From an optimization exercise on the open Yosys and OpenROAD flow, aimed at small area; shortcuts taken in it are not production practice.
At most, simulation tests tie the RTL to the original design; equivalence was not proved.
No activity file was given, so power comes from the tool's default toggle rates.

==> flow/design.v <==
package rv_pkg;
  localparam int xlen = 32;
  typedef logic [31:0]     word_t;
  typedef logic [4:0]      reg_addr_t;
  typedef logic [3:0]      byte_en_t;
  typedef logic [2:0]      funct3_t;
  typedef logic [7:0]      byte_t;
endpackage
`timescale 1ns/10ps
module rv_regfile (
  input  logic              clk,
  input  logic              we,
  input  logic              clr,
  input  rv_pkg::reg_addr_t rs1,
  input  rv_pkg::reg_addr_t rs2,
  input  rv_pkg::reg_addr_t rd,
  input  rv_pkg::byte_t     wd,
  output rv_pkg::byte_t     rs1_byte,
  output rv_pkg::byte_t     rs2_byte
);
  logic [31:0] regs [1:31];
  always_ff @(posedge clk) begin
    for (int i = 1; i < 32; i++) begin
      if (clr || (we && rd == i[4:0])) begin
        regs[i] <= {wd, regs[i][31:8]};
      end else begin
        regs[i] <= {regs[i][7:0], regs[i][31:8]};
      end
    end
  end
  rv_pkg::byte_t tails [0:31];
  always_comb begin
    tails[0] = '0;
    for (int i = 1; i < 32; i++) tails[i] = regs[i][7:0];
  end
  assign rs1_byte = tails[rs1];
  assign rs2_byte = tails[rs2];
endmodule
`timescale 1ns/10ps
module rv_core (
  input  logic             clk,
  input  logic             rst,
  input  rv_pkg::word_t    insn,
  input  rv_pkg::word_t    dmem_rdata,
  output rv_pkg::word_t    pc,
  output rv_pkg::word_t    dmem_addr,
  output rv_pkg::word_t    dmem_wdata,
  output rv_pkg::byte_en_t dmem_be,
  output logic             halt
);
  logic [1:0]  ph;        
  logic        pass;      
  logic        clr;       
  logic [31:2] pc_q;
  logic [23:0] s_q;       
  logic [31:0] t_q;       
  logic        c_q;       
  logic        ci_q;      
  logic        z_q;       
  logic        flag_q;    
  logic        sgn_q;     
  logic [4:0]  sh_q;      
  logic [4:0] op;
  logic [2:0] f3;
  logic is_lui, is_auipc, is_jal, is_jalr, is_br, is_ld, is_st, is_alu;
  logic is_reg, is_shift, is_slt, is_logic, two_pass, last;
  assign op       = insn[6:2];
  assign f3       = insn[14:12];
  assign is_lui   = !op[4] && op[0] && op[3];
  assign is_auipc = !op[4] && op[0] && !op[3];
  assign is_jal   = op[1];
  assign is_jalr  = op[4] && op[0] && !op[1];
  assign is_br    = op[4] && !op[2] && !op[0];
  assign is_ld    = !op[4] && !op[3] && !op[2];
  assign is_st    = !op[4] && op[3] && !op[2];
  assign is_alu   = !op[4] && op[2] && !op[0];
  assign is_reg   = is_alu && op[3];
  assign halt     = op[4] && op[2];
  assign is_shift = is_alu && f3[1:0] == 2'b01;
  assign is_slt   = is_alu && f3[2:1] == 2'b01;
  assign is_logic = is_alu && f3[2] && f3 != 3'b101;
  assign two_pass = is_br || is_ld || is_st || is_shift || is_slt;
  assign last     = !two_pass || pass;
  rv_pkg::word_t imm;
  rv_pkg::byte_t imm_b;
  always_comb begin
    if (!op[4] && op[0])
      imm = {insn[31:12], 12'b0};
    else if (is_jal)
      imm = {{12{insn[31]}}, insn[19:12], insn[20], insn[30:21], 1'b0};
    else if (is_br)
      imm = {{20{insn[31]}}, insn[7], insn[30:25], insn[11:8], 1'b0};
    else if (is_st)
      imm = {{21{insn[31]}}, insn[30:25], insn[11:7]};
    else
      imm = {{21{insn[31]}}, insn[30:20]};
    imm_b = imm[8*ph +: 8];
  end
  rv_pkg::byte_t rs1_b, rs2_b, wd;
  logic          we;
  rv_regfile regfile0 (
    .clk(clk), .we(we), .clr(clr), .rs1(insn[19:15]), .rs2(insn[24:20]),
    .rd(insn[11:7]), .wd(wd), .rs1_byte(rs1_b), .rs2_byte(rs2_b)
  );
  rv_pkg::byte_t pc_b, a, b, bx, sum, alu_out;
  logic          sub, cin, cout;
  assign pc_b = {pc_q, 2'b00} >> (8 * ph);
  assign a    = is_lui ? 8'h00 :
                (is_auipc || is_jal || (is_br && pass)) ? pc_b : rs1_b;
  assign b    = (is_reg || (is_br && !pass)) ? rs2_b : imm_b;
  assign sub  = (is_reg && f3 == 3'b000 && insn[30]) || is_slt || (is_br && !pass);
  assign bx   = sub ? ~b : b;
  assign cin  = (ph == 2'd0) ? sub : c_q;
  assign {cout, sum} = {1'b0, a} + {1'b0, bx} + {8'b0, cin};
  always_comb begin
    if (is_logic) begin
      case (f3[1:0])
        2'b00:   alu_out = a ^ b;
        2'b10:   alu_out = a | b;
        default: alu_out = a & b;
      endcase
    end else begin
      alu_out = sum;
    end
  end
  logic eq, lt, ltu, cmp, flag_d;
  assign eq     = (ph == 2'd0 || z_q) && sum == 8'h00;
  assign lt     = (a[7] ^ b[7]) ? a[7] : sum[7];
  assign ltu    = !cout;
  assign cmp    = (is_br ? f3[1] : f3[0]) ? ltu : lt;
  assign flag_d = is_br ? ((f3[2] ? cmp : eq) ^ f3[0]) : cmp;
  rv_pkg::byte_t inc;
  logic          inc_c;
  assign {inc_c, inc} = {1'b0, pc_b} + {6'b0, ph == 2'd0, 2'b00} + {8'b0, ph != 2'd0 && ci_q};
  rv_pkg::byte_t np;
  logic          take;
  assign take = is_jal || is_jalr || (is_br && flag_q) || ((is_ld || is_st) && !pass);
  assign np   = take ? sum : inc;
  logic [1:0]  q;
  logic [2:0]  r;
  logic        right;
  logic [2:0]  qq;        
  logic [1:0]  lo_sel;
  logic        lo_ok, hi_ok;
  logic [2:0]  off;
  rv_pkg::byte_t lo, hi, fill, sh_out;
  logic [15:0] w;
  assign q     = sh_q[4:3];
  assign r     = sh_q[2:0];
  assign right = f3[2] || is_ld;
  assign qq    = {1'b0, q} + {2'b0, r != 3'd0};
  assign fill  = (f3[2] && insn[30] && sgn_q) ? 8'hff : 8'h00;
  always_comb begin
    if (right) begin
      lo_sel = q;
      lo_ok  = {1'b0, ph} + {1'b0, q} <= 3'd3;
      hi_ok  = {1'b0, ph} + {1'b0, q} <= 3'd2;
      off    = r;
    end else begin
      lo_sel = 2'd0 - qq[1:0];
      lo_ok  = {1'b0, ph} >= qq;
      hi_ok  = {1'b0, ph} + 3'd1 >= qq;
      off    = 3'd0 - r;
    end
    lo = lo_ok ? t_q[8*lo_sel +: 8] : fill;
    hi = hi_ok ? t_q[8*(lo_sel + 2'd1) +: 8] : fill;
    w  = {hi, lo};
    sh_out = w[off +: 8];
  end
  logic          ld_in;
  rv_pkg::byte_t ld_fill;
  assign ld_in   = f3[1] || (f3[0] ? !ph[1] : ph == 2'd0);
  assign ld_fill = {8{sgn_q && !f3[2]}};
  always_comb begin
    if (clr) wd = 8'h00;
    else if (is_jal || is_jalr) wd = inc;
    else if (is_ld && !ld_in) wd = ld_fill;
    else if (is_ld || is_shift) wd = sh_out;
    else if (is_slt) wd = {7'b0, ph == 2'd0 && flag_q};
    else wd = alu_out;
  end
  assign we = (is_lui || is_auipc || is_jal || is_jalr || ((is_alu || is_ld) && last))
              && !clr;
  logic [31:2] addr;
  logic [3:0]  be_mask;
  assign addr = {np, s_q[23:2]};
  assign dmem_addr = {addr, 2'b00};
  assign dmem_wdata = {f3[1] ? rs2_b : (f3[0] ? t_q[23:16] : t_q[15:8]),
                       f3[1] ? t_q[31:24] : t_q[15:8],
                       (f3[1:0] == 2'b00) ? t_q[15:8] : t_q[23:16],
                       t_q[15:8]};
  assign be_mask = f3[1] ? 4'b1111 : (f3[0] ? 4'b0011 : 4'b0001);
  assign dmem_be = (is_st && !pass && ph == 2'd3 && !clr && !rst) ? (be_mask << s_q[1:0]) : 4'b0000;
  assign pc = {pc_q, 2'b00};
  always_ff @(posedge clk) begin
    if (rst) begin
      ph   <= 2'd0;
      pass <= 1'b0;
      clr  <= 1'b1;
      pc_q <= '0;
    end else begin
      ph <= ph + 2'd1;
      if (ph == 2'd3) begin
        if (clr) begin
          clr <= 1'b0;
        end else if (last) begin
          pass <= 1'b0;
          pc_q <= addr;
        end else begin
          pass <= 1'b1;
        end
      end
    end
  end
  always_ff @(posedge clk) begin
    c_q  <= cout;
    ci_q <= inc_c;
    z_q  <= eq;
    if (ph == 2'd3 && !pass) flag_q <= flag_d;
    if (ph == 2'd0 && !pass) sh_q <= is_ld ? {sum[1:0], 3'b000} : b[4:0];
    if (is_ld && pass) begin
      if (ld_in) sgn_q <= sh_out[7];
    end else if (ph == 2'd3) begin
      sgn_q <= rs1_b[7];
    end
    s_q <= {np, s_q[23:8]};
    if (is_ld && !pass && ph == 2'd3) begin
      t_q <= dmem_rdata;
    end else begin
      t_q <= {is_st ? rs2_b : (pass ? t_q[7:0] : rs1_b), t_q[31:8]};
    end
  end
endmodule
==> flow/config.mk <==
export PLATFORM = sky130hd
export DESIGN_NAME = rv_core
export DESIGN_NICKNAME = rv_core
export VERILOG_FILES = /design/flow/design.v
export SDC_FILE = /design/flow/constraint.sdc
export NUM_CORES = 4
export LEC_CHECK = 0
export CAP_MARGIN = 20
export CORE_MARGIN = 2
export CORE_UTILIZATION = 60
export SLEW_MARGIN = 20
==> flow/constraint.sdc <==
create_clock -name core_clock -period 15.0 [get_ports {clk}]
set_input_delay 3.0000 -clock core_clock [delete_from_list [all_inputs] [get_ports {clk}]]
set_output_delay 3.0000 -clock core_clock [all_outputs]
set_load 0.01 [all_outputs]
standard.sh (not shown) runs the stock make flow with config.mk's settings and CLKGATE_MAP_FILE= SYNTH_SCRIPT=/design/flow/synth_recipe.tcl, a recipe that flattens the netlist after the stock synthesis.
==> flow/flow/run.sh <==
#!/bin/bash
# Standard ORFS layout with two changes: ports are buffered with the smallest
# buffer, and clock tree synthesis uses larger sink clusters without dummy loads.
set -euo pipefail
export BUFFER_PORTS_ARGS="-buffer_cell sky130_fd_sc_hd__buf_1"
export CTS_ARGS="-sink_clustering_enable -repair_clock_nets -dont_use_dummy_load -buf_list sky130_fd_sc_hd__clkbuf_8 -sink_clustering_size 20 -sink_clustering_max_diameter 40"
bash standard.sh > orfs_make.log 2>&1
Rerun with:
--- a/flow/design.v
+++ b/flow/design.v
@@ -137,47 +137,46 @@
   assign take = is_jal || is_jalr || (is_br && flag_q) || ((is_ld || is_st) && !pass);
   assign np   = take ? sum : inc;
   logic [1:0]  q;
   logic [2:0]  r;
   logic        right;
   logic [2:0]  qq;        
-  logic [1:0]  lo_sel;
+  logic [1:0]  lo_sel, hi_sel;
   logic        lo_ok, hi_ok;
   logic [2:0]  off;
   rv_pkg::byte_t lo, hi, fill, sh_out;
   logic [15:0] w;
+  logic        ld_in;     
+  assign ld_in = f3[1] || (f3[0] ? !ph[1] : ph == 2'd0);
   assign q     = sh_q[4:3];
   assign r     = sh_q[2:0];
   assign right = f3[2] || is_ld;
   assign qq    = {1'b0, q} + {2'b0, r != 3'd0};
-  assign fill  = (f3[2] && insn[30] && sgn_q) ? 8'hff : 8'h00;
+  assign fill  = {8{sgn_q && (is_ld ? !f3[2] : f3[2] && insn[30])}};
   always_comb begin
     if (right) begin
       lo_sel = q;
       lo_ok  = {1'b0, ph} + {1'b0, q} <= 3'd3;
       hi_ok  = {1'b0, ph} + {1'b0, q} <= 3'd2;
       off    = r;
     end else begin
       lo_sel = 2'd0 - qq[1:0];
       lo_ok  = {1'b0, ph} >= qq;
       hi_ok  = {1'b0, ph} + 3'd1 >= qq;
       off    = 3'd0 - r;
     end
+    if (is_ld) lo_ok = ld_in;
+    hi_sel = lo_sel + 2'd1;
     lo = lo_ok ? t_q[8*lo_sel +: 8] : fill;
-    hi = hi_ok ? t_q[8*(lo_sel + 2'd1) +: 8] : fill;
+    hi = hi_ok ? t_q[8*hi_sel +: 8] : fill;
     w  = {hi, lo};
     sh_out = w[off +: 8];
   end
-  logic          ld_in;
-  rv_pkg::byte_t ld_fill;
-  assign ld_in   = f3[1] || (f3[0] ? !ph[1] : ph == 2'd0);
-  assign ld_fill = {8{sgn_q && !f3[2]}};
   always_comb begin
     if (clr) wd = 8'h00;
     else if (is_jal || is_jalr) wd = inc;
-    else if (is_ld && !ld_in) wd = ld_fill;
     else if (is_ld || is_shift) wd = sh_out;
     else if (is_slt) wd = {7'b0, ph == 2'd0 && flag_q};
     else wd = alu_out;
   end
   assign we = (is_lui || is_auipc || is_jal || is_jalr || ((is_alu || is_ld) && last))
               && !clr;
Outcome: Power goes up by 0.52%; critical path depth is higher by 2; worst setup slack improves by 0.89 ns; maximum frequency goes up by 7.9%; global-route usage went up by 2.0 points; cell area falls by 1.4%; via count is higher by 2.0%; non-clock buffer count came out higher by 7; routed wire length rises by 4.7%; worst hold slack degrades by 0.017 ns; first-iteration DRC count climbs by 30%; clock skew rose by 0.0039 ns; synthesized area falls by 1.7%.
The RTL of the first run of this note was laid out without a check of its function.

re-timing with driven ports:
Ports are ideal in the flow. The routed layouts listed here were re-timed in OpenROAD. Step 1: set_driving_cell puts a clkbuf_16 on clk and a buf_2 on each other input, an assumption about the parent block. Step 2 times the ports against the registers' clock, not the clock port: input delays grow and output delays shrink by t, the midpoint of the rising clock arrivals with the driver on. a / b / c = ideal ports / drivers / drivers and shift; a / b = the first two.
run	shift t [ns]	setup WS [ns]	latest minus earliest clock arrival (ns)
the first run	0.731	2.859 / 2.834 / 2.834	0.140 / 0.139
the second run	0.784	3.745 / 3.716 / 3.716	0.144 / 0.144
After both steps every run listed still meets setup and hold. The setup slack of the second run, which loses most, moves by -0.029 ns with the drivers and by -0.029 ns with both steps.
